What follows belongs to an exercise in optimizing a design on an open flow for small area, a short achievable clock period and few clock cycles per item; a production flow would make more cautious choices.
Only simulation tests tie the RTL to the original design; equivalence was not proved.
Power figures rest on the tool's default switching activity, not on a simulated workload.

$ cat flow/design.v
module axi_4_vlsu_req_sequencer_burst_calc
#(
    parameter int unsigned CNT_W = 16,
    parameter bit          FIRST = 1'b0
) (
    input  logic [8:0]       a,        
    input  logic [2:0]       nm1,      
    input  logic [CNT_W-1:0] rem,
    output logic [7:0]       th,       
    output logic [2:0]       thm1,     
    output logic             last
);
    logic       cut;      
    logic       hi;       
    logic [16:0] gt;      
    logic [8:0] fits;     
    logic [8:1] capis;    
    assign cut = FIRST ? (a[8:3] == 6'd63) : (a[8:3] == 6'd62 && nm1 == 3'd7);
    assign hi  = (rem[CNT_W-1:5] != '0);
    always_comb begin
        for (int t = 0; t <= 16; t++) gt[t] = hi || (rem[4:0] > 5'(t));
        for (int k = 0; k <= 8; k++) begin
            if (FIRST) begin
                fits[k] = gt[k];
            end else begin
                fits[k] = 1'b0;
                for (int m = 0; m < 8; m++)
                    fits[k] = fits[k] || ((nm1 == 3'(m)) && gt[m + 1 + k]);
            end
        end
        for (int k = 1; k < 8; k++) capis[k] = cut && (a[2:0] == 3'(8 - k));
        capis[8] = !cut || (a[2:0] == 3'd0);
        for (int i = 0; i < 8; i++)
            th[i] = (!cut || (a[2:0] <= 3'(7 - i))) && fits[i];
        last = 1'b1;
        for (int k = 1; k <= 8; k++)
            if (capis[k] && fits[k]) last = 1'b0;
    end
    assign thm1[2] = th[4];
    assign thm1[1] = (th[2] && !th[4]) || th[6];
    assign thm1[0] = (th[1] && !th[2]) || (th[3] && !th[4]) || (th[5] && !th[6]) || th[7];
endmodule
module axi_4_vlsu_req_sequencer
#(
    parameter int unsigned ADDR_W    = 32,
    parameter int unsigned DATA_W    = 64,
    parameter int unsigned BURST_MAX = 8,
    parameter int unsigned CNT_W     = 16
) (
    input  logic                          clk,
    input  logic                          reset,
    input  logic                          req_valid,
    output logic                          req_ready,
    input  logic                          req_we,
    input  logic [ADDR_W-1:0]             req_addr,
    input  logic [CNT_W-1:0]              req_beats,
    input  logic                          wdata_valid,
    output logic                          wdata_ready,
    input  logic [DATA_W-1:0]             wdata,
    output logic                          rdata_valid,
    input  logic                          rdata_ready,
    output logic [DATA_W-1:0]             rdata,
    output logic                          done,
    output logic                          err,
    output logic                          ld_req,
    output logic                          st_req,
    output logic [ADDR_W-1:0]             base_addr,
    output logic [7:0]                    burst_len,
    output logic [2:0]                    burst_size,
    output logic [1:0]                    burst_type,
    output logic [DATA_W*BURST_MAX-1:0]   vlsu_wdata,
    output logic [(DATA_W/8)*BURST_MAX-1:0] write_strobe,
    input  logic [DATA_W*BURST_MAX-1:0]   burst_rdata_array,
    input  logic                          burst_valid_data,
    input  logic                          burst_wr_valid
);
    localparam int unsigned AW = ADDR_W - 3;    
    localparam int unsigned HW = AW - 3;        
    logic              req_ready_q;   
    logic              we_q;
    logic              err_q;
    logic              done_q;
    logic [AW-1:0]     a_q;           
    logic [CNT_W-1:0]  r_q;           
    logic [2:0]        nm1_q;         
    logic [7:0]        nth_q;         
    logic              last_q;        
    logic [2:0]        n2m1_q;        
    logic [7:0]        n2th_q;
    logic              l2_q;
    logic              st_req_q;
    logic              ld_req_q;
    logic              pend_q;        
    logic              wact_q;        
    logic              rmore_q;       
    logic              wrdy_q;
    logic              rvld_q;
    logic [7:0]        cnt_q;         
    logic [7:0]        idx_q;         
    logic [DATA_W-1:0] slot_q [BURST_MAX];
    logic [DATA_W-1:0] rdq;
    logic [7:0]       c_th;      
    logic [2:0]       c_m1;
    logic             c_last;
    logic [7:0]       n2_th;     
    logic [2:0]       n2_m1;
    logic             n2_last;
    axi_4_vlsu_req_sequencer_burst_calc #(.CNT_W(CNT_W), .FIRST(1'b1)) u_first (
        .a     (req_addr[11:3]),
        .nm1   (3'd0),
        .rem   (req_beats),
        .th    (c_th),
        .thm1  (c_m1),
        .last  (c_last)
    );
    axi_4_vlsu_req_sequencer_burst_calc #(.CNT_W(CNT_W), .FIRST(1'b0)) u_next (
        .a     (a_q[8:0]),
        .nm1   (nm1_q),
        .rem   (r_q),
        .th    (n2_th),
        .thm1  (n2_m1),
        .last  (n2_last)
    );
    always_ff @(posedge clk) begin
        n2th_q <= n2_th;
        n2m1_q <= n2_m1;
        l2_q   <= n2_last;
    end
    logic [3:0]       r_lo;
    logic [CNT_W-1:0] r_next;
    logic [CNT_W-4:0] r_hi_m1;
    assign r_lo    = {1'b0, r_q[2:0]} + {1'b0, ~nm1_q};
    assign r_hi_m1 = r_q[CNT_W-1:3] - 1'b1;
    assign r_next  = {({(CNT_W-3){r_lo[3]}} & r_q[CNT_W-1:3]) |
                      ({(CNT_W-3){!r_lo[3]}} & r_hi_m1), r_lo[2:0]};
    logic [3:0]    a_lo;
    logic [AW-1:0] a_next;
    logic [HW-1:0] a_hi_p1;
    assign a_lo    = {1'b0, a_q[2:0]} + {1'b0, nm1_q} + 4'd1;
    assign a_hi_p1 = a_q[AW-1:3] + 1'b1;
    assign a_next  = {({HW{a_lo[3]}} & a_hi_p1) | ({HW{!a_lo[3]}} & a_q[AW-1:3]), a_lo[2:0]};
    logic       misal, empty, go, issue;
    logic       take, rfree;
    logic       pend_d;
    logic [7:0] cnt_w, cnt_wa, cnt_ra;
    logic [7:0] idx_ra;
    logic       st_d, ld_d;
    assign misal  = (req_addr[2:0] != 3'b000);
    assign empty  = (req_beats == '0);
    assign go     = req_valid && !misal && !empty;
    assign issue  = st_req_q || ld_req_q;
    assign pend_d = issue || (pend_q && !(burst_wr_valid || burst_valid_data));
    assign take   = wdata_valid && wrdy_q;
    assign cnt_w  = st_req_q ? (last_q ? 8'h00 : n2th_q) : cnt_q;
    assign cnt_wa = take ? (cnt_w >> 1) : cnt_w;
    assign st_d   = wact_q && !cnt_wa[0] && !pend_d && !st_req_q;
    assign rfree  = !rvld_q || rdata_ready;
    always_comb begin
        cnt_ra = cnt_q;
        idx_ra = idx_q;
        if (burst_valid_data) begin
            cnt_ra = rfree ? (nth_q >> 1) : nth_q;
            idx_ra = rfree ? 8'h02 : 8'h01;
        end else if (rfree && cnt_q[0]) begin
            cnt_ra = cnt_q >> 1;
            idx_ra = {idx_q[6:0], idx_q[7]};
        end
    end
    assign ld_d   = rmore_q && !cnt_ra[0] && !pend_d && !ld_req_q;
    always_ff @(posedge clk) begin
        if (reset) begin
            req_ready_q <= 1'b1;
            done_q      <= 1'b0;
            st_req_q    <= 1'b0;
            ld_req_q    <= 1'b0;
            pend_q      <= 1'b0;
            wact_q      <= 1'b0;
            rmore_q     <= 1'b0;
            wrdy_q      <= 1'b0;
            rvld_q      <= 1'b0;
            cnt_q       <= '0;
            idx_q       <= 8'h01;
        end else if (req_ready_q) begin
            req_ready_q <= !go;
            done_q      <= req_valid && (misal || empty);
            st_req_q    <= 1'b0;
            ld_req_q    <= go && !req_we;
            pend_q      <= 1'b0;
            wact_q      <= go && req_we;
            rmore_q     <= go && !req_we;
            wrdy_q      <= go && req_we;
            rvld_q      <= 1'b0;
            cnt_q       <= req_we ? c_th : 8'h00;
            idx_q       <= 8'h01;
        end else if (we_q) begin
            req_ready_q <= burst_wr_valid && !wact_q;
            done_q      <= burst_wr_valid && !wact_q;
            st_req_q    <= st_d;
            pend_q      <= pend_d;
            if (st_req_q) wact_q <= !last_q;
            wrdy_q      <= cnt_wa[0] || (st_d && !last_q);
            cnt_q       <= cnt_wa;
            if (take) idx_q <= cnt_w[1] ? {idx_q[6:0], idx_q[7]} : 8'h01;
        end else begin
            req_ready_q <= rvld_q && rdata_ready && !cnt_q[0] && !pend_q && !rmore_q;
            done_q      <= rvld_q && rdata_ready && !cnt_q[0] && !pend_q && !rmore_q;
            ld_req_q    <= ld_d;
            pend_q      <= pend_d;
            if (ld_req_q) rmore_q <= !last_q;
            rvld_q      <= burst_valid_data || !rfree || cnt_q[0];
            cnt_q       <= cnt_ra;
            idx_q       <= idx_ra;
        end
    end
    logic ld_new, ld_n, keep_n;
    assign ld_new = req_ready_q;
    assign ld_n   = !req_ready_q && (st_req_q || (!we_q && burst_valid_data));
    assign keep_n = !req_ready_q && !(st_req_q || (!we_q && burst_valid_data));
    always_ff @(posedge clk) begin
        a_q    <= ({AW{ld_new}} & req_addr[ADDR_W-1:3]) |
                  ({AW{ld_n}}   & a_next) |
                  ({AW{keep_n}} & a_q);
        nm1_q  <= ({3{ld_new}} & c_m1)  | ({3{ld_n}} & n2m1_q) | ({3{keep_n}} & nm1_q);
        nth_q  <= ({8{ld_new}} & c_th)  | ({8{ld_n}} & n2th_q) | ({8{keep_n}} & nth_q);
        last_q <= (ld_new & c_last) | (ld_n & l2_q) | (keep_n & last_q);
        err_q  <= (ld_new & misal) | (!ld_new & err_q);
        r_q    <= ({CNT_W{ld_new}} & req_beats) | ({CNT_W{ld_n}} & r_next) | ({CNT_W{keep_n}} & r_q);
        if (req_ready_q) we_q <= req_we;
    end
    logic       cap_rd;
    logic [7:0] sel_w;
    logic [7:0] sel_h;
    assign cap_rd = !we_q && !cnt_q[0];    
    assign sel_w  = idx_q & {8{wrdy_q}};
    assign sel_h  = ~(sel_w | {8{cap_rd}});
    always_ff @(posedge clk) begin
        for (int i = 0; i < BURST_MAX; i++) begin
            slot_q[i] <= ({DATA_W{sel_w[i]}} & wdata) |
                         ({DATA_W{cap_rd}}   & burst_rdata_array[DATA_W*i +: DATA_W]) |
                         ({DATA_W{sel_h[i]}} & slot_q[i]);
        end
    end
    logic              rd_hold, rd_arr, rd_buf;
    logic [DATA_W-1:0] buf_beat;
    assign rd_hold = rvld_q && !rdata_ready;
    assign rd_arr  = !rd_hold && burst_valid_data;
    assign rd_buf  = !rd_hold && !burst_valid_data;
    always_comb begin
        buf_beat = '0;
        for (int i = 0; i < BURST_MAX; i++)
            buf_beat = buf_beat | ({DATA_W{idx_q[i]}} & slot_q[i]);
    end
    always_ff @(posedge clk) begin
        rdq <= ({DATA_W{rd_hold}} & rdq) |
               ({DATA_W{rd_arr}}  & burst_rdata_array[DATA_W-1:0]) |
               ({DATA_W{rd_buf}}  & buf_beat);
    end
    assign req_ready   = req_ready_q;
    assign wdata_ready = wrdy_q;
    assign rdata_valid = rvld_q;
    assign rdata       = rdq;
    assign done        = done_q;
    assign err         = err_q;
    assign ld_req      = ld_req_q;
    assign st_req      = st_req_q;
    assign base_addr   = {a_q, 3'b000};
    assign burst_len   = {5'b00000, nm1_q};
    assign burst_size  = 3'd3;
    assign burst_type  = 2'b01;
    always_comb begin
        for (int i = 0; i < BURST_MAX; i++) begin
            vlsu_wdata[DATA_W*i +: DATA_W] = slot_q[i];
            write_strobe[8*i +: 8]         = {8{nth_q[i]}};
        end
    end
endmodule
$ cat flow/flow/run.sh
#!/bin/bash
# Standard ORFS layout, with small buffers on the ports instead of the
# default delay-cell port buffers.
cp standard.sh standard.sh.txt
cp config.mk config.mk.txt
export BUFFER_PORTS_ARGS="-buffer_cell sky130_fd_sc_hd__buf_1"
bash standard.sh > standard.log 2>&1
$ cat flow/constraint.sdc
create_clock -name core_clock -period 5.0 [get_ports {clk}]
set_input_delay 1.0000 -clock core_clock [delete_from_list [all_inputs] [get_ports {clk}]]
set_output_delay 1.0000 -clock core_clock [all_outputs]
set_load 0.01 [all_outputs]
$ cat flow/config.mk
export PLATFORM = sky130hd
export DESIGN_NAME = axi_4_vlsu_req_sequencer
export DESIGN_NICKNAME = axi_4_vlsu_req_sequencer
export VERILOG_FILES = /design/flow/design.v
export SDC_FILE = /design/flow/constraint.sdc
export NUM_CORES = 4
export LEC_CHECK = 0
export CAP_MARGIN = 20
export CORE_AREA = 10 10 510 510
export CTS_CLUSTER_DIAMETER = 150
export CTS_CLUSTER_SIZE = 20
export DIE_AREA = 0 0 520 520
export SETUP_SLACK_MARGIN = 2.4
export SLEW_MARGIN = 20
$ cat flow/standard.sh
#!/bin/bash
# synth_recipe.tcl (not shown) runs the flow's synth.tcl, then flattens the netlist and writes it again
# the make line also repeats each setting of config.mk as NAME=value (left out here)
make -C /OpenROAD-flow-scripts/flow DESIGN_CONFIG=/design/flow/config.mk WORK_HOME=/design/flow/orfs CLKGATE_MAP_FILE= SYNTH_SCRIPT=/design/flow/synth_recipe.tcl "${@:-finish}"
==> summary.txt, run 1 <==
Floorplan
  – Rows: 183
  – IO Pins: 1324
  – Die H: 520 um
  – Starting density of the core: about 12%
  – Die W: between 500 and 600 um
  – Die Area: 0.270 mm^2
  – Core ar.: 0.249 mm^2

Finish
  – Commonest non-fill, non-tap cells in the layout: nand2_1, buf_1, a22oi_1
  – Layout Utilization: about 17%
  – Share of layout cells above drive strength 1: 10.6%
  – Area grow syn2layout: 34.2%
  – Fillcell total: around 29000
  – Commonest non-fill, non-tap cell in the layout: nand2_1
  – Layout Nets: 5546

Synth
  – #FFs+latches synth: 671
  – Post-synth EDFFs: 2
  – Syn Inst Count: slightly below 4000
  – Sequential share of the synthesized area: 43.8%
  – Yosys Warn Count: 4
  – Avg Cell Area, Syn: 7.94 um^2
  – Syn Std Cell Area: 0.0307 mm^2
  – Top cells by area, synth: dfxtp_1, a22oi_1, nand2_1
  – Top cell type's share of synthesized area: a little over two fifths
  – Synth cell types: 78
  – Area leader, netlist: dfxtp_1
  – Ys async rst share: 0%
  – Ys flop type: dfxtp_1

Clock tree
  – CTS tree: done
  – Reg clk slew, reported paths: 0.09 ns
  – CTS Sinks: between 600 and 700
  – Skew-Pair Late Insertion Delay: 0.75 ns
  – CTS Root Cell: clkbuf_16
  – CTS Buf Count: 45
  – H-tree levels: 2
  – Max clock buf depth: 3

Global routing
  – Initial antenna violation count: 132
  – Met3 Usage GRT: 12.4%
  – Grt met2 use: 32.4%
  – First-pass GRT wire length: 386 mm
  – M1 GR Usage: between 20% and 30%
  – Total Routing Usage GR: 21.3%
  – Residual overflow from global routing: 0
  – Vias in the first global route: 34600
  – Pin count of the biggest net entering global routing: 115
  – Most used routing layer in global routing: met2

Routing
  – WL/cell: 37.2 um
  – Initial DRC count: 5255
  – Vias per Instance: 4.54
  – Number of remaining DRC errors: 0
  – DRT antenna net count: 0
  – WL final: 309 mm
  – Drt first pass iters: 9
  – Routed via count: 37700

Worst setup path
  – Crit path arrival time: 3.37 ns
  – CP bufs+invs: 0
  – CP required: 5.62 ns
  – WS Path Type: flop to flop
  – Worst stage delay on the critical path: roughly 0.66 ns
  – Worst setup EP type: flop
  – Crit path max fanout: 11
  – Critical Path Start Type: flop
  – Most frequent CP cell: a21oi_1
  – Critical-path top delay cell: or3b_2
  – CP delay by family, top: simple AND/OR/NAND/NOR gates
  – CP cell instances: or4_4, or3b_2, a21oi_1, nand2_1, a21oi_1, o22ai_2, a311oi_2

Worst hold path
  – Hold Path Class: input pin to flop

Power and ir drop
  – Leakage: 16.0 nW
  – Sw Ratio: about two fifths
  – Int Pwr: 9.03 mW
  – Total power: 15.5 mW
  – Power share of the sequential group: between 40% and 50%
  – Peak supply drop: 0.270 mV
  – Pwr dens: 376 mW/mm^2
  – Clock Power Share: 27.2%
  – Combinational Power Share: 27.7%
  – Net Sw Power: 6.45 mW

Outcome
  – Status: finished clean

STA
  – Tcrit/Tclk final: 55.1%
  – Tmin final: between 2 and 3 ns
  – Final setup vio count: 0
  – Worst Max-Slew Pin Slew: 1.15 ns
  – Hold Violations, Final: 0
  – Layout Skew: 0.0601 ns
  – RSZ-0062 raised after global routing: yes
  – Maximum operating frequency: roughly 360 MHz
  – Max_slew headroom: 23.3%
  – Slew Viols, Final: 0
  – Final TNS setup: 0 ns

Placement
  – Routability cong.: roughly 0.95
  – Post-DP HPWL: 253 mm
  – Port Buffers: 1310

Job
  – Max-cap violations: 0
-- worst paths after layout --
kind	startpoint	to	slack, ns	depth (start not counted)
setup / recovery	r_q[7]	l2_q	2.25	7
hold / removal	burst_rdata_array[493]	slot_q[7][45]	0.45	3
setup reg to reg	r_q[7]	l2_q	2.25	7
hold reg to reg	slot_q[0][61]	slot_q[0][61]	0.46	2
-- area by class of cell --
cell class	count	area (um^2)	area share (%)
antenna	58	145	0.352
clock buffer	51	1190	2.89
clock inverter	12	196	0.477
inverter	25	108	0.261
multi-input combinational	2751	15700	38.1
sequential	671	13500	32.9
tap	3330	4170	10.1
timing repair buffer	1408	6150	14.9
-- worst reg2reg max path: cells and delay by family (launching register included) --
family / cells / cell delay, ns
simple gates: 3 / 1.32
compound gates: 4 / 1.02
flops: 1 / 0.34
-- flip-flops by register name, indices dropped and copies added, names as in the netlist, 2 cells and up, named ones only --
signal  cells
a_q        29
nm1_q       3
idx_q       8
r_q        16
rdq        64
n2m1_q      2
slot_q    512
nth_q       8
cnt_q       8
n2th_q      8
-- per-layer routing --
metal | vias up | routed length, um
met3 | 523 | 48000
met1 | 18300 | 114000
met2 | 3045 | 132000
li1 | 15800 | -
met5 | - | 259
met4 | 38 | 14800
-- kinds of logic after synthesis --
kind of cell	count (synthesis)	synth area share, %
compound gates	1085	25.2
mux	75	2.46
flops	671	43.8
fa+ha+maj	14	0.603
buf+inv	455	6.46
xor+xnor	39	1.11
simple gates	1523	20.3
other cells	2	0.0245
-- power groups by stage --
stage / logic [mW] / registers [mW] / clock network (mW)
CTS: 4.33 / 6.93 / 4.29
detailed placement: 4.21 / 7.05 / 0
floorplan: 1.25 / 7.06 / 0
global route: 4.62 / 7.04 / 4.43
finish: 4.29 / 6.98 / 4.21
global placement: 4.21 / 7.04 / 0
-- synthesized netlist by cell type, types with 4 or more instances --
cell and count:
nand3_1 32, a22oi_1 779, o21a_1 4, or2_2 4
mux2i_1 71, and2_1 13, inv_1 23, nand2_1 1152
buf_4 69, xor2_1 15, nor2b_1 10, or3_1 8
mux2_2 4, buf_2 6, a211o_1 6, nor3_1 22
o21ai_0 82, nand2b_1 7, a311oi_1 4, dfxtp_1 669
a21oi_1 117, xnor2_1 24, ha_1 10, a211oi_1 10
a221oi_1 13, and3_1 8, a21o_1 7, nand4_1 73
buf_1 99, nor4_1 8, o211ai_1 8, a32oi_1 4
o22ai_1 4, clkbuf_1 255, a31oi_1 12, nor2_1 163
-- metrics by stage --
step / cells / hold slack [ns] / worst slack, ns / instance area, um^2
after floorplan: 3875 / 0.449 / 2.35 / 30800
after global placement: 8159 / 0.447 / 1.50 / 38800
after detailed placement: 8159 / 0.448 / 1.57 / 38800
after CTS: 8240 / 0.394 / 2.30 / 40900
after global routing: 8281 / 0.446 / 2.21 / 41100
final: 8306 / 0.447 / 2.25 / 41200
-- what timing repair did --
action / in CTS / in global routing
pin swaps: 21 / 14
setup endpoints to repair: 570 / 54
hold endpoints to repair: 0 / 0
hold buffers: 0 / 0
setup buffers: 16 / 8
resized for setup: 335 / 40
gates cloned: 2 / 0
Testbench counts, summed over its fixed seeds: cycles 27,065, beats 17,486.
==> run 2: changes to the inputs <==
--- a/flow/design.v
+++ b/flow/design.v
@@ -4,20 +4,24 @@
     parameter bit          FIRST = 1'b0
 ) (
     input  logic [8:0]       a,        
-    input  logic [2:0]       nm1,      
+    input  logic [7:0]       pth,      
     input  logic [CNT_W-1:0] rem,
+    input  logic             rem_hi,   
     output logic [7:0]       th,       
     output logic [2:0]       thm1,     
     output logic             last
 );
-    logic       cut;      
-    logic       hi;       
+    logic        cut;     
+    logic        hi;
+    logic [7:0]  pn;      
     logic [16:0] gt;      
-    logic [8:0] fits;     
-    logic [8:1] capis;    
-    assign cut = FIRST ? (a[8:3] == 6'd63) : (a[8:3] == 6'd62 && nm1 == 3'd7);
-    assign hi  = (rem[CNT_W-1:5] != '0);
-    always_comb begin
+    logic [8:0]  fits;    
+    logic [8:1]  capis;   
+    assign hi  = FIRST ? (rem[CNT_W-1:5] != '0) : rem_hi;
+    assign cut = FIRST ? (a[8:3] == 6'd63) : (a[8:3] == 6'd62 && pth[7]);
+    always_comb begin
+        for (int i = 0; i < 7; i++) pn[i] = pth[i] && !pth[i + 1];
+        pn[7] = pth[7];
         for (int t = 0; t <= 16; t++) gt[t] = hi || (rem[4:0] > 5'(t));
         for (int k = 0; k <= 8; k++) begin
             if (FIRST) begin
@@ -25,7 +29,7 @@
             end else begin
                 fits[k] = 1'b0;
                 for (int m = 0; m < 8; m++)
-                    fits[k] = fits[k] || ((nm1 == 3'(m)) && gt[m + 1 + k]);
+                    fits[k] = fits[k] || (pn[m] && gt[m + 1 + k]);
             end
         end
         for (int k = 1; k < 8; k++) capis[k] = cut && (a[2:0] == 3'(8 - k));
@@ -82,6 +86,7 @@
     logic              done_q;
     logic [AW-1:0]     a_q;           
     logic [CNT_W-1:0]  r_q;           
+    logic              r_hi_q;        
     logic [2:0]        nm1_q;         
     logic [7:0]        nth_q;         
     logic              last_q;        
@@ -106,17 +111,19 @@
     logic [2:0]       n2_m1;
     logic             n2_last;
     axi_4_vlsu_req_sequencer_burst_calc #(.CNT_W(CNT_W), .FIRST(1'b1)) u_first (
-        .a     (req_addr[11:3]),
-        .nm1   (3'd0),
-        .rem   (req_beats),
+        .a      (req_addr[11:3]),
+        .pth    (8'h00),
+        .rem    (req_beats),
+        .rem_hi (1'b0),
         .th    (c_th),
         .thm1  (c_m1),
         .last  (c_last)
     );
     axi_4_vlsu_req_sequencer_burst_calc #(.CNT_W(CNT_W), .FIRST(1'b0)) u_next (
-        .a     (a_q[8:0]),
-        .nm1   (nm1_q),
-        .rem   (r_q),
+        .a      (a_q[8:0]),
+        .pth    (nth_q),
+        .rem    (r_q),
+        .rem_hi (r_hi_q),
         .th    (n2_th),
         .thm1  (n2_m1),
         .last  (n2_last)
@@ -135,10 +142,10 @@
                       ({(CNT_W-3){!r_lo[3]}} & r_hi_m1), r_lo[2:0]};
     logic [3:0]    a_lo;
     logic [AW-1:0] a_next;
-    logic [HW-1:0] a_hi_p1;
+    logic [HW-1:0] a_hi_p1_q;
+    always_ff @(posedge clk) a_hi_p1_q <= a_q[AW-1:3] + 1'b1;
     assign a_lo    = {1'b0, a_q[2:0]} + {1'b0, nm1_q} + 4'd1;
-    assign a_hi_p1 = a_q[AW-1:3] + 1'b1;
-    assign a_next  = {({HW{a_lo[3]}} & a_hi_p1) | ({HW{!a_lo[3]}} & a_q[AW-1:3]), a_lo[2:0]};
+    assign a_next  = {({HW{a_lo[3]}} & a_hi_p1_q) | ({HW{!a_lo[3]}} & a_q[AW-1:3]), a_lo[2:0]};
     logic       misal, empty, go, issue;
     logic       take, rfree;
     logic       pend_d;
@@ -225,6 +232,8 @@
         last_q <= (ld_new & c_last) | (ld_n & l2_q) | (keep_n & last_q);
         err_q  <= (ld_new & misal) | (!ld_new & err_q);
         r_q    <= ({CNT_W{ld_new}} & req_beats) | ({CNT_W{ld_n}} & r_next) | ({CNT_W{keep_n}} & r_q);
+        r_hi_q <= (ld_new & (req_beats[CNT_W-1:5] != '0)) | (ld_n & (r_next[CNT_W-1:5] != '0)) |
+                  (keep_n & r_hi_q);
         if (req_ready_q) we_q <= req_we;
     end
     logic       cap_rd;
--- a/flow/config.mk
+++ b/flow/config.mk
@@ -10,5 +10,5 @@
 export CTS_CLUSTER_DIAMETER = 150
 export CTS_CLUSTER_SIZE = 20
 export DIE_AREA = 0 0 520 520
-export SETUP_SLACK_MARGIN = 2.4
+export SETUP_SLACK_MARGIN = 2.7
 export SLEW_MARGIN = 20
==> summary.txt, run 2 <==
Outcome
  – Status: finished clean

STA
  – Hold Violations, Final: 0
  – Layout Skew: 0.0754 ns
  – Tcrit/Tclk final: 48.2%
  – Final setup vio count: 0
  – Tmin final: 2.41 ns
  – Slew Viols, Final: 0
  – Max_slew headroom: 25.8%
  – Maximum operating frequency: 415 MHz
  – RSZ-0062 raised after global routing: yes
  – Final TNS setup: 0 ns
  – Worst Max-Slew Pin Slew: approximately 1.1 ns

Worst hold path
  – Hold Path Class: flop to flop
  – Hold Crit Depth: 2
  – Hold Path Sink: slot_q[6][29]
  – Worst Hold Launch: slot_q[6][29]

Finish
  – Fillcell total: 28000
  – Reg area: 0.0150 mm^2
  – Max reg flops: 512
  – Finished Cell Area: 0.0484 mm^2
  – Commonest non-fill, non-tap cell in the layout: nand2_1
  – Multi-input gate area: roughly 0.016 mm^2
  – Commonest non-fill, non-tap cells in the layout: nand2_1, a22oi_1, buf_1
  – Area grow syn2layout: 53.4%
  – Layout Nets: between 5000 and 6000
  – Largest regs: slot_q: 512 flops, rdq: 64 flops, a_q: 29 flops
  – Share of layout cells above drive strength 1: 32.7%
  – Largest register by flop count: slot_q

Worst setup path
  – Critical Path Start Type: flop
  – R2r endpoint: n2m1_q[0]
  – CP required: approximately 5.6 ns
  – Crit path arrival time: 2.98 ns
  – Crit path max fanout: 9
  – WS Path Type: flop to flop
  – FF-to-FF path depth: 10
  – Reg2reg start: nth_q[1]
  – Flop2flop setup slack: 2.59 ns
  – Worst setup EP type: flop

Clock tree
  – Post-CTS Hold Buffers: 0
  – Skew-Pair Late Insertion Delay: about 0.7 ns
  – CTS Sinks: 698
  – CTS Buf Count: 44
  – Reg clk slew, reported paths: 0.09 ns
  – CTS tree: done
  – Max clock buf depth: 3
  – CTS Root Cell: clkbuf_16
  – H-tree levels: 2

Synth
  – #FFs+latches synth: roughly 700
  – Post-synth EDFFs: 2
  – Top cell type's share of synthesized area: 44.1%
  – Area leader, netlist: dfxtp_1
  – Yosys Warn Count: 4
  – Top cells by area, synth: dfxtp_1, a22oi_1, nand2_1
  – Syn Std Cell Area: 0.0316 mm^2
  – Sequential share of the synthesized area: 44.3%
  – Ys flop type: dfxtp_1
  – Avg Cell Area, Syn: 8.13 um^2
  – Post-synth top cells: nand2_1, a22oi_1, dfxtp_1
  – Syn Inst Count: approximately 3900
  – Ys async rst share: 0%
  – Synth cell types: 87
  – Most frequent cell after synthesis: nand2_1

Power and ir drop
  – Combinational Power Share: 31.9%
  – Sw Ratio: 38.5%
  – Int Pwr: 10.4 mW
  – Clock Power Share: 24.8%
  – Net Sw Power: 6.51 mW
  – Peak supply drop: 0.245 mV
  – Leakage: 19.9 nW
  – Power share of the sequential group: 43.3%
  – Pwr dens: ~350 mW/mm^2

Global routing
  – First-pass GRT wire length: 394 mm
  – Vias in the first global route: 36800
  – Pin count of the biggest net entering global routing: 138
  – Initial antenna violation count: slightly below 100
  – Residual overflow from global routing: 0
  – Total Routing Usage GR: 21.6%

Floorplan
  – Core ar.: 0.249 mm^2
  – IO Pins: 1324
  – Rows: 183
  – Die H: 520 um
  – Starting density of the core: 12.7%
  – Die W: 520 um
  – Die Area: 0.270 mm^2

Placement
  – Placed cell area: roughly 0.04 mm^2
  – Port Buffers: 1310
  – Post-DP HPWL: 245 mm
  – Routability cong.: 0.965

Routing
  – Routed via count: 39500
  – WL final: 313 mm
  – Initial DRC count: 5961
  – DRT antenna net count: 0
  – Number of remaining DRC errors: 0
  – Vias per Instance: around 4.6
  – Drt first pass iters: 7
  – WL/cell: 36.6 um

Job
  – Max-cap violations: 0
-- run 2: cell types whose count changed after synthesis, moves of 7 or more --
cell,delta
buf_1,-26
buf_2,+7
buf_6,+7
dfxtp_1,+27
mux2i_1,+26
nand3_1,-8
nor2_1,-32
nor3_1,-7
o21ai_1,+9
-- run 2: metrics by stage --
stage	util (%)	setup slack [ns]	hold WS [ns]	power [mW]	cells
floorplan	-	2.35	0.471	8.52	3893
global placement	15.9	1.79	0.446	11.3	8171
detailed placement	15.9	1.74	0.447	11.3	8171
CTS	19.2	2.51	0.401	16.9	8454
global route	19.5	2.51	0.458	17.5	8526
finish	19.5	2.59	0.454	16.9	8544
-- run 2: layer usage --
metal	GRT usage (%)	part of all wire [%]
met5	0	0.071
met1	24.5	36
met4	9.02	5.1
met2	32.4	42
met3	13.3	16
-- run 2: worst max path at each step --
stage	startpoint	end	slack (ns)	cells past startpoint
2_1_floorplan	req_beats[6]	ld_req_q	2.35	7
3_3_place_gp	burst_valid_data	a_q[28]	1.79	8
3_5_place_dp	burst_valid_data	r_q[10]	1.74	9
4_1_cts	nth_q[3]	write_strobe[31]	2.51	2
5_1_grt	r_q[3]	n2m1_q[0]	2.51	8
6_report	nth_q[1]	n2m1_q[0]	2.59	10
-- run 2: cell families after synthesis --
logic type | count (synthesis) | share of synthesized area, %
AO/OA/AOI/OAI | 1085 | 24.6
other | 2 | 0.0238
buffers and inverters | 454 | 6.58
AND/OR/NAND/NOR | 1491 | 19.7
flip-flops | 698 | 44.3
multiplexers | 101 | 3.22
adder cells (fa/ha/maj) | 12 | 0.523
XOR/XNOR | 39 | 1.08
-- run 2: final cells by class --
| type | count | share of cell area, % |
|---|---|---|
| Clock inverter | 9 | 0.439 |
| Tap cell | 3330 | 8.60 |
| Clock buffer | 50 | 2.36 |
| Antenna cell | 65 | 0.336 |
| Sequential cell | 698 | 31.0 |
| Multi-Input combinational cell | 2746 | 32.9 |
| Inverter | 28 | 0.232 |
| Timing Repair Buffer | 1618 | 24.1 |
-- run 2: critical path, stage by stage, from the launching register on --
cell and delay [ns]:
dfxtp_4 0.37, buf_12 0.14, buf_4 0.12, buf_8 0.13, and4b_1 0.21, o22ai_2 0.13
a32oi_1 0.07, a221o_1 0.30, o32a_1 0.38, a222oi_1 0.30, o21ai_1 0.12
-- run 2: timing repair --
action | CTS | global route
endpoints found under the setup margin | 1247 | 190
pin swaps | 8 | 15
cloned | 8 | 1
gates resized for setup | 2255 | 140
buffers inserted | 216 | 24
-- run 2: power groups by stage --
stage,logic (mW),registers [mW],clock network [mW]
after floorplan,1.27,7.26,0
after global placement,4.06,7.23,0
after detailed placement,4.06,7.25,0
after CTS,5.35,7.26,4.27
after global routing,5.74,7.37,4.43
final,5.40,7.32,4.19
Testbench counts of run 2, summed over its fixed seeds: cycles 27,065, beats 17,486.
==> run 3: changes to the inputs <==
--- a/flow/config.mk
+++ b/flow/config.mk
@@ -10,5 +10,5 @@
 export CTS_CLUSTER_DIAMETER = 150
 export CTS_CLUSTER_SIZE = 20
 export DIE_AREA = 0 0 520 520
-export SETUP_SLACK_MARGIN = 2.7
+export SETUP_SLACK_MARGIN = 2.5
 export SLEW_MARGIN = 20
==> summary.txt, run 3 <==
Routing
  – Routed length on met3: roughly 48 mm
  – M1 WL: 113 mm
  – Top Metal Used: met5
  – WL final: 302 mm
  – DRT antenna net count: 0
  – Routed via count: 37800
  – Metal2 WL: 127 mm
  – WL/cell: about 36 um
  – Vias per Instance: 4.54
  – Drt first pass iters: 8
  – Number of remaining DRC errors: 0
  – Initial DRC count: 5201

Placement
  – Placed cell area: 0.0394 mm^2
  – Routability cong.: approximately 0.94
  – Post-DP HPWL: 244 mm
  – Port Buffers: roughly 1300
  – Placed Instances: 8172

Worst setup path
  – CP required: 5.57 ns
  – CP cell instances: buf_12, buf_4, nor2b_1, a22oi_1, o221ai_1, o21ai_0, a222oi_1, o21ai_1
  – Critical Path Start Type: flop
  – CP Depth: 8
  – Worst stage delay on the critical path: 0.65 ns
  – Crit path max fanout: 9
  – Crit path arrival time: around 3.1 ns
  – WS Path Type: flop to flop
  – Worst setup EP type: flop
  – FF-to-FF path depth: 8
  – CP delay by family, top: compound AO/OA/AOI/OAI gates
  – CP bufs+invs: 2
  – Critical-path top delay cell: nor2b_1

Floorplan
  – Core ar.: 0.249 mm^2
  – Rows: between 150 and 200
  – Die W: 520 um
  – Starting density of the core: 12.7%
  – Die Area: 0.270 mm^2
  – IO Pins: 1324
  – Die H: approximately 520 um

Synth
  – Synth cell types: 87
  – Ys async rst share: 0%
  – Syn Std Cell Area: 0.0316 mm^2
  – Top cells by area, synth: dfxtp_1, a22oi_1, nand2_1
  – Sequential share of the synthesized area: about 44%
  – Yosys Warn Count: 4
  – Syn Inst Count: 3882
  – Ys flop type: dfxtp_1
  – Post-synth EDFFs: 2
  – Avg Cell Area, Syn: 8.13 um^2
  – #FFs+latches synth: 698
  – Top cell type's share of synthesized area: 44.1%
  – Post-synth top cells: nand2_1, a22oi_1, dfxtp_1
  – Area leader, netlist: dfxtp_1
  – Most frequent cell after synthesis: nand2_1

Global routing
  – Residual overflow from global routing: 0
  – Pin count of the biggest net entering global routing: 160
  – First-pass GRT wire length: 381 mm
  – Initial antenna violation count: 114
  – Vias in the first global route: 34700
  – Total Routing Usage GR: 20.9%

STA
  – Maximum operating frequency: 391 MHz
  – Tcrit/Tclk final: 51.1%
  – Slew Viols, Final: 0
  – Hold slack final: between 0.4 and 0.5 ns
  – Max_slew headroom: between 20% and 30%
  – Hold Violations, Final: 0
  – Final setup vio count: 0
  – Layout Skew: ~0.069 ns
  – Final TNS setup: 0 ns
  – Worst Max-Slew Pin Slew: 1.11 ns
  – RSZ-0062 raised after global routing: yes
  – Tmin final: 2.55 ns

Power and ir drop
  – Int Pwr: 9.25 mW
  – Leakage: 16.8 nW
  – Sw Ratio: 40.5%
  – Peak supply drop: 0.305 mV
  – Combinational Power Share: between 20% and 30%
  – Pwr dens: 370 mW/mm^2
  – Net Sw Power: between 6 and 7 mW
  – Power share of the sequential group: 46.1%
  – Clock Power Share: 26.9%

Finish
  – Finished Cell Area: approximately 0.042 mm^2
  – Finished Layout Cells: 8315
  – Layout Nets: 5552
  – Share of layout cells above drive strength 1: approximately an eighth
  – Fillcell total: about 29000
  – Area grow syn2layout: 33.0%
  – Largest regs: slot_q: 512 flops, rdq: 64 flops, a_q: 29 flops
  – Max reg flops: 512
  – Commonest non-fill, non-tap cells in the layout: nand2_1, buf_1, a22oi_1
  – Largest register by flop count: slot_q
  – Layout Utilization: 16.9%
  – Commonest non-fill, non-tap cell in the layout: nand2_1

Clock tree
  – CTS Sinks: ~700
  – Skew-Pair Late Insertion Delay: 0.70 ns
  – Reg clk slew, reported paths: 0.10 ns
  – CTS Buf Count: 45
  – CTS Root Cell: clkbuf_16
  – H-tree levels: 2
  – CTS tree: done
  – Max clock buf depth: 3

Outcome
  – Status: finished clean

Worst hold path
  – Hold Crit Depth: 2
  – Hold Path Class: flop to flop

Job
  – Max-cap violations: 0
[run 3: cell counts after synthesis]
No cell type changed its count.
[run 3: cells by family (layout without fill, tap and decap cells)]
kind of cell / Yosys count / in the layout / share of synthesized area, %
buf+inv: 454 / 1483 / 6.58
compound gates: 1085 / 1085 / 24.6
flops: 698 / 698 / 44.3
simple gates: 1491 / 1493 / 19.7
fa+ha+maj: 12 / 12 / 0.523
mux: 101 / 101 / 3.22
xor+xnor: 39 / 39 / 1.08
other cells: 2 / 74 / 0.0238
[run 3: power groups by stage]
stage                     clock, mW  sequential, mW  combinational, mW
after floorplan                   0            7.26               1.27
after global placement            0            7.24               4.06
after detailed placement          0            7.25               4.06
after CTS                      4.29            7.12               4.22
after global routing           4.46            7.22               4.53
final                          4.18            7.17               4.20
[run 3: layout make-up]
class	instances	area [um^2]	area share (%)
diodes	61	153	0.363
well taps	3330	4170	9.92
inverters	28	105	0.250
clock inverters	11	186	0.444
repair buffers	1392	6290	15.0
clock buffers	52	1180	2.82
multi-input cells	2743	15800	37.6
flip-flops and latches	698	14100	33.6
[run 3: per-layer routing]
layer | GRT usage (%) | up-vias
met1 | 24.3 | 18500
met3 | 12.4 | 485
met5 | 0 | -
met4 | 8.43 | 32
met2 | 31.1 | 2898
li1 | - | 15800
[run 3: timing repair]
action | CTS | global route
setup buffers | 11 | 4
setup endpoints to repair | 890 | 133
hold buffers | 0 | 0
cloned | 3 | 1
pin swaps | 4 | 0
gates resized for setup | 465 | 58
[run 3: worst paths after layout]
path / from / endpoint / slack, ns
setup reg to reg: nth_q[3] / n2m1_q[0] / 2.45
hold / removal: slot_q[7][47] / slot_q[7][47] / 0.46
setup / recovery: nth_q[3] / n2m1_q[0] / 2.45
hold reg to reg: slot_q[7][47] / slot_q[7][47] / 0.46
[run 3: through the flow]
stage | power [mW] | worst slack [ns]
4_1_cts | 15.6 | 2.33
3_3_place_gp | 11.3 | 1.85
5_1_grt | 16.2 | 2.34
2_1_floorplan | 8.52 | 2.35
3_5_place_dp | 11.3 | 1.85
6_report | 15.5 | 2.45
[run 3: tightest hold or removal path, cell delays in order (launching register included)]
cell and delay [ns]:
dfxtp_1 0.32, nand2_1 0.05, nand2_1 0.04
==> run 4: changes to the inputs <==
--- a/flow/config.mk
+++ b/flow/config.mk
@@ -6,9 +6,9 @@
 export NUM_CORES = 4
 export LEC_CHECK = 0
 export CAP_MARGIN = 20
-export CORE_AREA = 10 10 510 510
+export CORE_AREA = 4 4 436 436
 export CTS_CLUSTER_DIAMETER = 150
 export CTS_CLUSTER_SIZE = 20
-export DIE_AREA = 0 0 520 520
+export DIE_AREA = 0 0 440 440
 export SETUP_SLACK_MARGIN = 2.5
 export SLEW_MARGIN = 20
==> summary.txt, run 4 <==
Synth
  – Largest family of logic cells by synthesized area: compound AO/OA/AOI/OAI gates
  – Post-Synth XOR/XNOR Area: 1.08%
  – Avg Cell Area, Syn: just over 8 um^2
  – Syn Inst Count: about 3900
  – Syn Std Cell Area: 0.0316 mm^2
  – Area leader, netlist: dfxtp_1
  – Post-synthesis adder-cell area fraction: less than 1%
  – Top cells by area, synth: dfxtp_1, a22oi_1, nand2_1
  – Yosys Warn Count: 4
  – Top cell type's share of synthesized area: 44.1%
  – Synth cell types: 87
  – Sequential share of the synthesized area: 44.3%
  – Mux cell area share after synthesis: 3.22%
  – Ys async rst share: 0%
  – Ys flop type: dfxtp_1
  – #FFs+latches synth: 698
  – Post-synth top cells: nand2_1, a22oi_1, dfxtp_1
  – Post-synth EDFFs: 2
  – Most frequent cell after synthesis: nand2_1
  – Area share of and/or/nand/nor cells after synthesis: 19.7%
  – Complex-gate fraction of the synthesized area: 24.6%

Clock tree
  – H-tree levels: 2
  – CTS Buf Count: 45
  – CTS Root Cell: clkbuf_16
  – CTS tree: done
  – Reg clk slew, reported paths: 0.09 ns
  – Skew-Pair Late Insertion Delay: around 0.72 ns
  – Post-CTS Hold Buffers: 0
  – Max clock buf depth: 3
  – CTS Sinks: 698

Worst setup path
  – Critical-path top delay cell: dfxtp_4
  – CP bufs+invs: 1
  – Crit path arrival time: 3.15 ns
  – Crit path max fanout: 34
  – Worst stage delay on the critical path: about 0.8 ns
  – Critical Path Start Type: flop
  – CP required: roughly 5.6 ns
  – CP cell instances: buf_4, a22oi_1, nand4_1, mux2i_1, a21oi_1
  – WS Path Type: flop to flop
  – CP delay by family, top: flip-flops
  – Worst setup EP type: flop

Placement
  – Placed Instances: 7317
  – Routability cong.: 0.999
  – Post-DP HPWL: 209 mm
  – Port Buffers: 1310

Finish
  – Max reg flops: ~510
  – Multi-input gate area: 0.0159 mm^2
  – Share of layout cells above drive strength 1: under 10%
  – Largest register by flop count: slot_q
  – Fillcell total: 21000
  – Reg area: ~0.014 mm^2
  – Layout Utilization: roughly 22%
  – Commonest non-fill, non-tap cells in the layout: nand2_1, buf_1, a22oi_1
  – Finished Layout Cells: 7479
  – Layout Nets: 5573
  – Commonest non-fill, non-tap cell in the layout: nand2_1
  – Area grow syn2layout: 30.1%
  – Largest regs: slot_q: 512 flops, rdq: 64 flops, a_q: 29 flops

STA
  – Tcrit/Tclk final: between 50% and 60%
  – Worst Max-Slew Pin Slew: 1.22 ns
  – Layout Skew: between 0.05 and 0.06 ns
  – RSZ-0062 raised after global routing: yes
  – Hold Violations, Final: 0
  – Final TNS setup: 0 ns
  – Tmin final: between 2 and 3 ns
  – Final setup vio count: 0
  – Slew Viols, Final: 0
  – Maximum operating frequency: ~400 MHz
  – Max_slew headroom: 18.4%

Routing
  – Routed via count: roughly 38000
  – DRT antenna net count: 0
  – Drt first pass iters: 7
  – Number of remaining DRC errors: 0
  – Vias per Instance: 5.14
  – Initial DRC count: 5312
  – WL/cell: 36.8 um
  – WL final: around 280 mm

Global routing
  – Pin count of the biggest net entering global routing: 125
  – Vias in the first global route: 34900
  – Residual overflow from global routing: 0
  – First-pass GRT wire length: between 300 and 400 mm
  – Initial antenna violation count: ~100
  – Total Routing Usage GR: approximately a quarter

Floorplan
  – Die H: about 440 um
  – IO Pins: 1324
  – Starting density of the core: 17.0%
  – Die Area: between 0.15 and 0.2 mm^2
  – Die W: 440 um
  – Rows: roughly 160
  – Core ar.: roughly 0.19 mm^2

Power and ir drop
  – Leakage: between 15 and 20 nW
  – Pwr dens: 370 mW/mm^2
  – Peak supply drop: 0.258 mV

Job
  – Max-cap violations: 0

Outcome
  – Status: finished clean

Worst hold path
  – Hold Path Class: flop to flop
## run 4: layer usage
metal | share of wire (%) | vias to the layer above | GRT usage, %
met2 | 42 | 2951 | 39.1
li1 | - | 15900 | -
met5 | 0.24 | - | 1.81
met1 | 38 | 19000 | 32.4
met3 | 13 | 600 | 10.6
met4 | 6.7 | 32 | 15.4
## run 4: worst register-to-register path, cell delays in order (launching register included)
cell,delay (ns)
dfxtp_4,0.80
buf_4,0.69
a22oi_1,0.32
nand4_1,0.15
mux2i_1,0.27
a21oi_1,0.24
## run 4: cell type report
class	count	share of cell area, %
clock inverter	12	0.460
clock buffer	48	2.82
timing repair buffer	1409	15.4
multi-input combinational	2747	38.7
sequential	698	34.4
inverter	28	0.256
antenna	57	0.347
tap	2480	7.56
## run 4: logic make-up (layout without fill, tap and decap cells)
group,Yosys count,after routing
AOI/OAI and AO/OA,1085,1086
xor gates and xnor gates,39,39
adders and majority gates,12,12
and+or+nand+nor,1491,1496
other,2,70
buffers and inverters,454,1497
DFF,698,698
muxes,101,101
## run 4: timing repair
item / in CTS / in global routing
resized for setup: 311 / 34
pin swaps: 7 / 3
buffers inserted: 21 / 16
endpoints found under the hold margin: 0 / 0
cloned: 7 / 1
endpoints found under the setup margin: 722 / 228
## run 4: path summary, 6_finish.rpt
kind	cells past startpoint	from	to	slack [ns]
min	2	slot_q[4][51]	slot_q[4][51]	0.46
max	5	idx_q[3]	rdq[21]	2.47
min reg2reg	2	slot_q[4][51]	slot_q[4][51]	0.46
max reg2reg	5	idx_q[3]	rdq[21]	2.47
## run 4: metrics by stage
step / total power, mW / cell area, um^2 / setup WS (ns) / hold slack [ns]
floorplan: 8.52 / 31600 / 2.35 / 0.471
global placement: 10.9 / 38400 / 1.59 / 0.445
detailed placement: 10.9 / 38400 / 1.57 / 0.449
CTS: 15.2 / 40600 / 2.43 / 0.406
global route: 15.7 / 41000 / 2.47 / 0.467
finish: 15.2 / 41100 / 2.47 / 0.462
## run 4: where the power goes
group	total, mW	internal (mW)	switching [mW]
combinational	3.78	1.12	2.66
sequential	7.27	6.32	0.948
clock	4.16	1.73	2.43
total	15.2	9.17	6.03
==> run 5: changes to the inputs <==
--- a/flow/design.v
+++ b/flow/design.v
@@ -103,7 +103,6 @@
     logic [7:0]        cnt_q;         
     logic [7:0]        idx_q;         
     logic [DATA_W-1:0] slot_q [BURST_MAX];
-    logic [DATA_W-1:0] rdq;
     logic [7:0]       c_th;      
     logic [2:0]       c_m1;
     logic             c_last;
@@ -147,10 +146,9 @@
     assign a_lo    = {1'b0, a_q[2:0]} + {1'b0, nm1_q} + 4'd1;
     assign a_next  = {({HW{a_lo[3]}} & a_hi_p1_q) | ({HW{!a_lo[3]}} & a_q[AW-1:3]), a_lo[2:0]};
     logic       misal, empty, go, issue;
-    logic       take, rfree;
+    logic       take, pop;
     logic       pend_d;
     logic [7:0] cnt_w, cnt_wa, cnt_ra;
-    logic [7:0] idx_ra;
     logic       st_d, ld_d;
     assign misal  = (req_addr[2:0] != 3'b000);
     assign empty  = (req_beats == '0);
@@ -161,18 +159,8 @@
     assign cnt_w  = st_req_q ? (last_q ? 8'h00 : n2th_q) : cnt_q;
     assign cnt_wa = take ? (cnt_w >> 1) : cnt_w;
     assign st_d   = wact_q && !cnt_wa[0] && !pend_d && !st_req_q;
-    assign rfree  = !rvld_q || rdata_ready;
-    always_comb begin
-        cnt_ra = cnt_q;
-        idx_ra = idx_q;
-        if (burst_valid_data) begin
-            cnt_ra = rfree ? (nth_q >> 1) : nth_q;
-            idx_ra = rfree ? 8'h02 : 8'h01;
-        end else if (rfree && cnt_q[0]) begin
-            cnt_ra = cnt_q >> 1;
-            idx_ra = {idx_q[6:0], idx_q[7]};
-        end
-    end
+    assign pop    = rvld_q && rdata_ready;
+    assign cnt_ra = burst_valid_data ? nth_q : (pop ? (cnt_q >> 1) : cnt_q);
     assign ld_d   = rmore_q && !cnt_ra[0] && !pend_d && !ld_req_q;
     always_ff @(posedge clk) begin
         if (reset) begin
@@ -209,14 +197,13 @@
             cnt_q       <= cnt_wa;
             if (take) idx_q <= cnt_w[1] ? {idx_q[6:0], idx_q[7]} : 8'h01;
         end else begin
-            req_ready_q <= rvld_q && rdata_ready && !cnt_q[0] && !pend_q && !rmore_q;
-            done_q      <= rvld_q && rdata_ready && !cnt_q[0] && !pend_q && !rmore_q;
+            req_ready_q <= pop && !cnt_q[1] && !pend_q && !rmore_q;
+            done_q      <= pop && !cnt_q[1] && !pend_q && !rmore_q;
             ld_req_q    <= ld_d;
             pend_q      <= pend_d;
             if (ld_req_q) rmore_q <= !last_q;
-            rvld_q      <= burst_valid_data || !rfree || cnt_q[0];
+            rvld_q      <= cnt_ra[0];
             cnt_q       <= cnt_ra;
-            idx_q       <= idx_ra;
         end
     end
     logic ld_new, ld_n, keep_n;
@@ -236,38 +223,30 @@
                   (keep_n & r_hi_q);
         if (req_ready_q) we_q <= req_we;
     end
-    logic       cap_rd;
-    logic [7:0] sel_w;
-    logic [7:0] sel_h;
+    logic                            cap_rd, shift;
+    logic [7:0]                      sel_w;
+    logic [7:0]                      sel_h;
+    logic [DATA_W*(BURST_MAX+1)-1:0] above;
     assign cap_rd = !we_q && !cnt_q[0];    
+    assign shift  = !we_q && pop;
     assign sel_w  = idx_q & {8{wrdy_q}};
-    assign sel_h  = ~(sel_w | {8{cap_rd}});
+    assign sel_h  = ~(sel_w | {8{cap_rd || shift}});
+    always_comb begin
+        above = '0;
+        for (int i = 1; i < BURST_MAX; i++) above[DATA_W*(i-1) +: DATA_W] = slot_q[i];
+    end
     always_ff @(posedge clk) begin
         for (int i = 0; i < BURST_MAX; i++) begin
             slot_q[i] <= ({DATA_W{sel_w[i]}} & wdata) |
                          ({DATA_W{cap_rd}}   & burst_rdata_array[DATA_W*i +: DATA_W]) |
+                         ({DATA_W{shift}}    & above[DATA_W*i +: DATA_W]) |
                          ({DATA_W{sel_h[i]}} & slot_q[i]);
         end
-    end
-    logic              rd_hold, rd_arr, rd_buf;
-    logic [DATA_W-1:0] buf_beat;
-    assign rd_hold = rvld_q && !rdata_ready;
-    assign rd_arr  = !rd_hold && burst_valid_data;
-    assign rd_buf  = !rd_hold && !burst_valid_data;
-    always_comb begin
-        buf_beat = '0;
-        for (int i = 0; i < BURST_MAX; i++)
-            buf_beat = buf_beat | ({DATA_W{idx_q[i]}} & slot_q[i]);
-    end
-    always_ff @(posedge clk) begin
-        rdq <= ({DATA_W{rd_hold}} & rdq) |
-               ({DATA_W{rd_arr}}  & burst_rdata_array[DATA_W-1:0]) |
-               ({DATA_W{rd_buf}}  & buf_beat);
     end
     assign req_ready   = req_ready_q;
     assign wdata_ready = wrdy_q;
     assign rdata_valid = rvld_q;
-    assign rdata       = rdq;
+    assign rdata       = slot_q[0];
     assign done        = done_q;
     assign err         = err_q;
     assign ld_req      = ld_req_q;
--- a/flow/config.mk
+++ b/flow/config.mk
@@ -6,9 +6,10 @@
 export NUM_CORES = 4
 export LEC_CHECK = 0
 export CAP_MARGIN = 20
-export CORE_AREA = 4 4 436 436
+export CORE_AREA = 10 10 510 510
 export CTS_CLUSTER_DIAMETER = 150
 export CTS_CLUSTER_SIZE = 20
-export DIE_AREA = 0 0 440 440
+export DIE_AREA = 0 0 520 520
+export PLACE_DENSITY = 0.45
 export SETUP_SLACK_MARGIN = 2.5
 export SLEW_MARGIN = 20
==> summary.txt, run 5 <==
Floorplan
  – Die Area: 0.270 mm^2
  – Starting density of the core: 11.3%
  – Die W: about 520 um
  – Rows: 183
  – Core ar.: 0.249 mm^2
  – IO Pins: 1324
  – Die H: 520 um

Worst setup path
  – Worst stage delay on the critical path: 0.49 ns
  – Critical-path top delay cell: or4_4
  – Critical Path Start Type: input pin
  – WS Path Type: input pin to flop
  – Worst setup EP type: flop
  – Crit path max fanout: 17
  – CP cell instances: buf_1, buf_4, nor2b_2, nor2_1, buf_4, or4_4, nor4_4, xnor2_1, o21ai_1
  – Crit path arrival time: 3.05 ns
  – Most frequent CP cell: buf_4
  – CP required: 5.56 ns

STA
  – RSZ-0062 raised after global routing: yes
  – Tmin final: 2.49 ns
  – Hold Violations, Final: 0
  – Worst Max-Slew Pin Slew: 1.11 ns
  – Tcrit/Tclk final: 49.8%
  – Layout Skew: ~0.050 ns
  – Final TNS setup: 0 ns
  – Max_slew headroom: between 20% and 30%
  – Final setup vio count: 0
  – Maximum operating frequency: 402 MHz
  – Slew Viols, Final: 0

Synth
  – Post-synth top cells: nand2_1, dfxtp_1, a222oi_1
  – Area leader, netlist: dfxtp_1
  – Most frequent cell after synthesis: nand2_1
  – Top cells by area, synth: dfxtp_1, a222oi_1, nand2_1
  – Top cell type's share of synthesized area: 45.1%
  – Syn Inst Count: 3291
  – Synth cell types: 87
  – Avg Cell Area, Syn: 8.52 um^2
  – Sequential share of the synthesized area: 45.3%
  – Yosys Warn Count: 4
  – Ys flop type: dfxtp_1
  – Syn Std Cell Area: approximately 0.028 mm^2
  – #FFs+latches synth: 634
  – Ys async rst share: 0%
  – Post-synth EDFFs: 2

Routing
  – Initial DRC count: 6886
  – Drt first pass iters: 13
  – Number of remaining DRC errors: 0
  – Vias per Instance: 4.35
  – Routed via count: 33500
  – WL/cell: 32.8 um
  – DRT antenna net count: 0
  – WL final: 253 mm

Outcome
  – Status: finished clean

Clock tree
  – CTS Root Cell: clkbuf_16
  – H-tree levels: 2
  – CTS Sinks: 634
  – Max clock buf depth: 3
  – Skew-Pair Late Insertion Delay: 0.69 ns
  – CTS tree: done
  – Reg clk slew, reported paths: approximately 0.090 ns
  – CTS Buf Count: 43

Global routing
  – Vias in the first global route: 31300
  – First-pass GRT wire length: ~320 mm
  – Initial antenna violation count: 89
  – Pin count of the biggest net entering global routing: ~160
  – Residual overflow from global routing: 0
  – Total Routing Usage GR: 17.4%

Placement
  – Routability cong.: 1.00
  – Post-DP HPWL: 206 mm
  – Port Buffers: approximately 1300
  – Placed Instances: 7541

Power and ir drop
  – Peak supply drop: about 0.25 mV
  – Leakage: 14.9 nW
  – Sw Ratio: 39.9%
  – Int Pwr: 8.50 mW
  – Clock Power Share: 27.9%
  – Combinational Power Share: 25.3%
  – Power share of the sequential group: between 40% and 50%
  – Net Sw Power: between 5 and 6 mW
  – Pwr dens: 370 mW/mm^2

Finish
  – Commonest non-fill, non-tap cell in the layout: buf_1
  – Largest register by flop count: slot_q
  – Max reg flops: 512
  – Largest regs: slot_q: 512 flops, a_q: 29 flops, a_hi_p1_q: 26 flops
  – Area grow syn2layout: 36.3%
  – Finished Layout Cells: 7700
  – Share of layout cells above drive strength 1: between 10% and 20%
  – Commonest non-fill, non-tap cells in the layout: buf_1, nand2_1, dfxtp_1
  – Layout Nets: 4963

Job
  – Max-cap violations: 0

Worst hold path
  – Hold Path Class: flop to flop
run 5: logic make-up (layout without fill, tap and decap cells):
family	count (synthesis)	after routing	share of synthesized area, %
buffers and inverters	557	1587	9.36
AO/OA/AOI/OAI	760	761	23.9
XOR/XNOR	40	40	1.25
multiplexers	38	38	1.36
adder cells (fa/ha/maj)	12	12	0.589
AND/OR/NAND/NOR	1248	1250	18.2
other	2	48	0.0268
flip-flops	634	634	45.3
run 5: final timing paths:
kind / startpoint / slack [ns] / depth (start not counted) / endpoint
hold / removal: slot_q[0][14] / 0.46 / 2 / slot_q[0][14]
setup reg to reg: we_q / 2.54 / 8 / r_q[11]
setup / recovery: burst_valid_data / 2.51 / 9 / r_q[11]
hold reg to reg: slot_q[0][14] / 0.46 / 2 / slot_q[0][14]
run 5: final cells by class:
| class | count | area [um^2] |
|---|---|---|
| fill | 28700 | 210000 |
| multi-input combinational | 2114 | 13100 |
| sequential | 634 | 12900 |
| timing repair buffer | 1432 | 6370 |
| tap | 3330 | 4170 |
| clock buffer | 48 | 1140 |
| inverter | 94 | 362 |
| clock inverter | 13 | 168 |
| antenna | 35 | 87.6 |
run 5: stage by stage:
stage | hold WS, ns | worst slack, ns | power (mW) | cell area (um^2) | utilization [%]
after detailed placement | 0.448 | 1.59 | 10.2 | 35600 | 14.3
after global routing | 0.455 | 2.42 | 14.8 | 38200 | 15.4
after global placement | 0.443 | 1.64 | 10.2 | 35600 | 14.3
final | 0.457 | 2.51 | 14.1 | 38200 | 15.4
after floorplan | 0.441 | 2.45 | 7.90 | 28100 | -
after CTS | 0.409 | 2.50 | 14.3 | 37700 | 15.2
run 5: worst max-delay path, delay by kind of cell:
kind	cells	cell delay, ns
simple gates	4	1.22
buf+inv	3	0.58
xor+xnor	1	0.15
compound gates	1	0.07
run 5: power groups by stage:
stage          clock network [mW]  registers (mW)  logic (mW)
6_report                     3.95            6.62        3.57
3_3_place_gp                    0            6.69        3.47
5_1_grt                      4.25            6.69        3.86
2_1_floorplan                   0            6.63        1.27
4_1_cts                      4.13            6.60        3.60
3_5_place_dp                    0            6.71        3.47
run 5: per-layer routing:
metal	track usage [%]	share of wire (%)	up-vias
li1	-	-	14200
met1	20.8	39	16600
met2	28.2	46	2357
met3	6.95	12	360
met4	6.00	3.8	26
met5	0	0.065	-
run 5: what timing repair did:
action | CTS | global route
hold buffers | 0 | 0
cloned | 4 | 0
endpoints found under the setup margin | 778 | 166
pin swaps | 6 | 21
buffers inserted | 25 | 34
resized for setup | 337 | 33
Testbench counts of run 5, summed over its fixed seeds: cycles 28,167, beats 17,486.
==> run 6: changes to the inputs <==
--- a/flow/config.mk
+++ b/flow/config.mk
@@ -10,6 +10,5 @@
 export CTS_CLUSTER_DIAMETER = 150
 export CTS_CLUSTER_SIZE = 20
 export DIE_AREA = 0 0 520 520
-export PLACE_DENSITY = 0.45
 export SETUP_SLACK_MARGIN = 2.5
 export SLEW_MARGIN = 20
==> summary.txt, run 6 <==
Outcome
  – Status: finished clean

Routing
  – WL final: 271 mm
  – Initial DRC count: 7381
  – Vias per Instance: roughly 4.4
  – Drt first pass iters: 16
  – Number of remaining DRC errors: 0
  – DRT antenna net count: 0
  – Routed via count: between 30000 and 40000
  – WL/cell: 35.1 um

Clock tree
  – Skew-Pair Late Insertion Delay: 0.72 ns
  – CTS Buf Count: 44
  – CTS Root Cell: clkbuf_16
  – CTS tree: done
  – CTS Sinks: approximately 630
  – Reg clk slew, reported paths: 0.09 ns
  – H-tree levels: 2
  – Max clock buf depth: 3

Power and ir drop
  – Pwr dens: 375 mW/mm^2
  – Net Sw Power: 5.87 mW
  – Int Pwr: roughly 8.5 mW
  – Leakage: roughly 15 nW
  – Sw Ratio: about two fifths
  – Power share of the sequential group: 46.1%
  – Total power: roughly 14 mW
  – Clock Power Share: roughly 28%
  – Peak supply drop: 0.261 mV
  – Combinational Power Share: 26.1%

Finish
  – Area grow syn2layout: 36.5%
  – Max reg flops: 512
  – Multi-input gate area: between 0.01 and 0.015 mm^2
  – Finished Layout Cells: 7717
  – Layout Nets: 4941
  – Share of layout cells above drive strength 1: a little over an eighth
  – Reg area: roughly 0.013 mm^2
  – Largest register by flop count: slot_q
  – Largest regs: slot_q: 512 flops, a_q: 29 flops, a_hi_p1_q: 26 flops
  – Commonest non-fill, non-tap cell in the layout: buf_1
  – Fillcell total: 28700
  – Commonest non-fill, non-tap cells in the layout: buf_1, nand2_1, dfxtp_1

Synth
  – Top cells by area, synth: dfxtp_1, a222oi_1, nand2_1
  – Largest family of logic cells by synthesized area: compound AO/OA/AOI/OAI gates
  – Complex-gate fraction of the synthesized area: 23.9%
  – Top cell type's share of synthesized area: 45.1%
  – Post-synth top cells: nand2_1, dfxtp_1, a222oi_1
  – Area share of and/or/nand/nor cells after synthesis: around 18%
  – Most frequent cell after synthesis: nand2_1
  – Ys flop type: dfxtp_1
  – Avg Cell Area, Syn: about 8.5 um^2
  – Post-synth EDFFs: 2
  – Sequential share of the synthesized area: between 40% and 50%
  – Post-Synth XOR/XNOR Area: 1.25%
  – Yosys Warn Count: 4
  – Syn Std Cell Area: 0.0280 mm^2
  – #FFs+latches synth: between 600 and 700
  – Synth cell types: 87
  – Post-synthesis adder-cell area fraction: 0.589%
  – Ys async rst share: 0%
  – Mux cell area share after synthesis: around 1.4%
  – Syn Inst Count: approximately 3300
  – Area leader, netlist: dfxtp_1

Worst setup path
  – CP bufs+invs: 1
  – Flop2flop setup slack: 2.49 ns
  – Crit path max fanout: 36
  – Worst stage delay on the critical path: 0.75 ns
  – CP cell instances: and2_4, buf_4, a222oi_1, nand2_1
  – Critical Path Start Type: flop
  – Worst setup EP type: flop
  – CP delay by family, top: simple AND/OR/NAND/NOR gates
  – WS Path Type: flop to flop
  – Crit path arrival time: 3.17 ns
  – CP required: 5.66 ns
  – Critical-path top delay cell: and2_4

STA
  – Worst Max-Slew Pin Slew: 1.20 ns
  – Final setup vio count: 0
  – Final worst slack: 2.49 ns
  – Slew Viols, Final: 0
  – RSZ-0062 raised after global routing: yes
  – Layout Skew: 0.0449 ns
  – Hold Violations, Final: 0
  – Tmin final: about 2.5 ns
  – Max_slew headroom: 20.1%
  – Maximum operating frequency: roughly 400 MHz
  – Final TNS setup: 0 ns
  – Tcrit/Tclk final: 50.3%

Placement
  – Placed Instances: 7536
  – Port Buffers: 1310
  – Post-DP HPWL: 223 mm
  – Routability cong.: 0.980
  – Place WS: 1.76 ns

Global routing
  – Vias in the first global route: 30400
  – First-pass GRT wire length: approximately 340 mm
  – Pin count of the biggest net entering global routing: 117
  – M1 GR Usage: 20.5%
  – Met3 Usage GRT: 10.1%
  – Residual overflow from global routing: 0
  – Initial antenna violation count: 146
  – Total Routing Usage GR: between 10% and 20%
  – Most used routing layer in global routing: met2
  – Grt met2 use: 29.1%

Floorplan
  – Die W: 520 um
  – Rows: 183
  – Die H: 520 um
  – Starting density of the core: a little under an eighth
  – Die Area: ~0.27 mm^2
  – IO Pins: 1324
  – Core ar.: between 0.2 and 0.25 mm^2

Worst hold path
  – Hold Path Class: flop to flop

Job
  – Max-cap violations: 0
-- run 6: cell counts after synthesis --
Identical to the previous run, type by type.
-- run 6: final timing paths --
kind              cells past startpoint             to           from
hold reg to reg                       2  slot_q[0][18]  slot_q[0][18]
hold / removal                        2  slot_q[0][18]  slot_q[0][18]
setup / recovery                      4  slot_q[0][54]         wrdy_q
setup reg to reg                      4  slot_q[0][54]         wrdy_q
-- run 6: tightest hold or removal path, cell delays in order, from the launching register on --
cell and delay, ns:
dfxtp_1 0.33, nand2_1 0.06, nand2_1 0.04
-- run 6: cells by family after synthesis --
group,after synthesis
compound gates,760
buf+inv,557
xor+xnor,40
fa+ha+maj,12
mux,38
flops,634
other cells,2
simple gates,1248
-- run 6: final cells by class --
cell class	instances	area share (%)
clock inverters	16	0.569
repair buffers	1411	16.5
diodes	74	0.484
well taps	3330	10.9
inverters	94	0.935
clock buffers	46	2.90
multi-input cells	2112	34.1
flip-flops and latches	634	33.6
-- run 6: repair_timing --
item / in CTS / in global routing
pin swaps: 4 / 12
gates cloned: 1 / 0
gates resized for setup: 407 / 34
buffers inserted: 24 / 20
hold buffers: 0 / 0
endpoints found under the setup margin: 821 / 74
endpoints found under the hold margin: 0 / 0
-- run 6: per-layer routing --
metal | share of wire, % | up-vias
met5 | 0.099 | -
met4 | 6.0 | 38
met2 | 44 | 2911
met1 | 35 | 16600
li1 | - | 14200
met3 | 16 | 550
-- run 6: stage by stage --
stage          hold slack, ns  utilization [%]  area (um^2)
2_1_floorplan           0.441                -        28100
3_5_place_dp            0.448             14.3        35600
6_report                0.461             15.4        38300
5_1_grt                 0.460             15.4        38200
3_3_place_gp            0.444             14.3        35600
4_1_cts                 0.397             15.2        37800
-- run 6: power by group through the flow --
stage	clock network (mW)	registers (mW)	logic, mW
final	3.99	6.63	3.76
after global routing	4.23	6.68	4.03
after CTS	4.12	6.60	3.74
after detailed placement	0	6.72	3.59
after global placement	0	6.70	3.60
after floorplan	0	6.63	1.27

==> re-timing with driven ports <==
Ports are ideal in the flow. The routed layouts listed here were re-timed in OpenROAD. Step 1: set_driving_cell puts a clkbuf_16 on clk and a buf_2 on each other input, an assumption about the parent block. Step 2, shift: input delay + t, output delay - t, t = (earliest + latest rising clock arrival at the registers) / 2. This alone moves slack from input paths to output paths. Three values: ideal, step 1, step 2; two values: the first two.
| run | t, ns | setup slack, ns | worst hold slack (ns) | latest minus earliest clock arrival (ns) | worst data-port slew with drivers (ns) |
|---|---|---|---|---|---|
| run 1 | 0.803 | 2.247 / 2.247 / 1.826 | 0.447 / 0.399 / 0.460 | 0.089 / 0.088 | 0.34 |
| run 2 | 0.773 | 2.588 / 2.516 / 1.916 | 0.454 / 0.418 / 0.454 | 0.104 / 0.104 | 0.34 |
| run 3 | 0.767 | 2.446 / 2.391 / 1.796 | 0.462 / 0.429 / 0.462 | 0.083 / 0.084 | 0.39 |
| run 4 | 0.781 | 2.469 / 2.427 / 1.826 | 0.462 / 0.431 / 0.462 | 0.056 / 0.056 | 0.37 |
| run 5 | 0.758 | 2.511 / 2.458 / 1.772 | 0.457 / 0.457 / 0.457 | 0.078 / 0.078 | 0.41 |
| run 6 | 0.777 | 2.487 / 2.437 / 1.867 | 0.461 / 0.435 / 0.461 | 0.051 / 0.052 | 0.45 |
After both steps setup and hold are still met in every run listed. For run 5, which loses most, drivers alone change the setup slack by -0.053 ns; drivers and shift together by -0.739 ns.
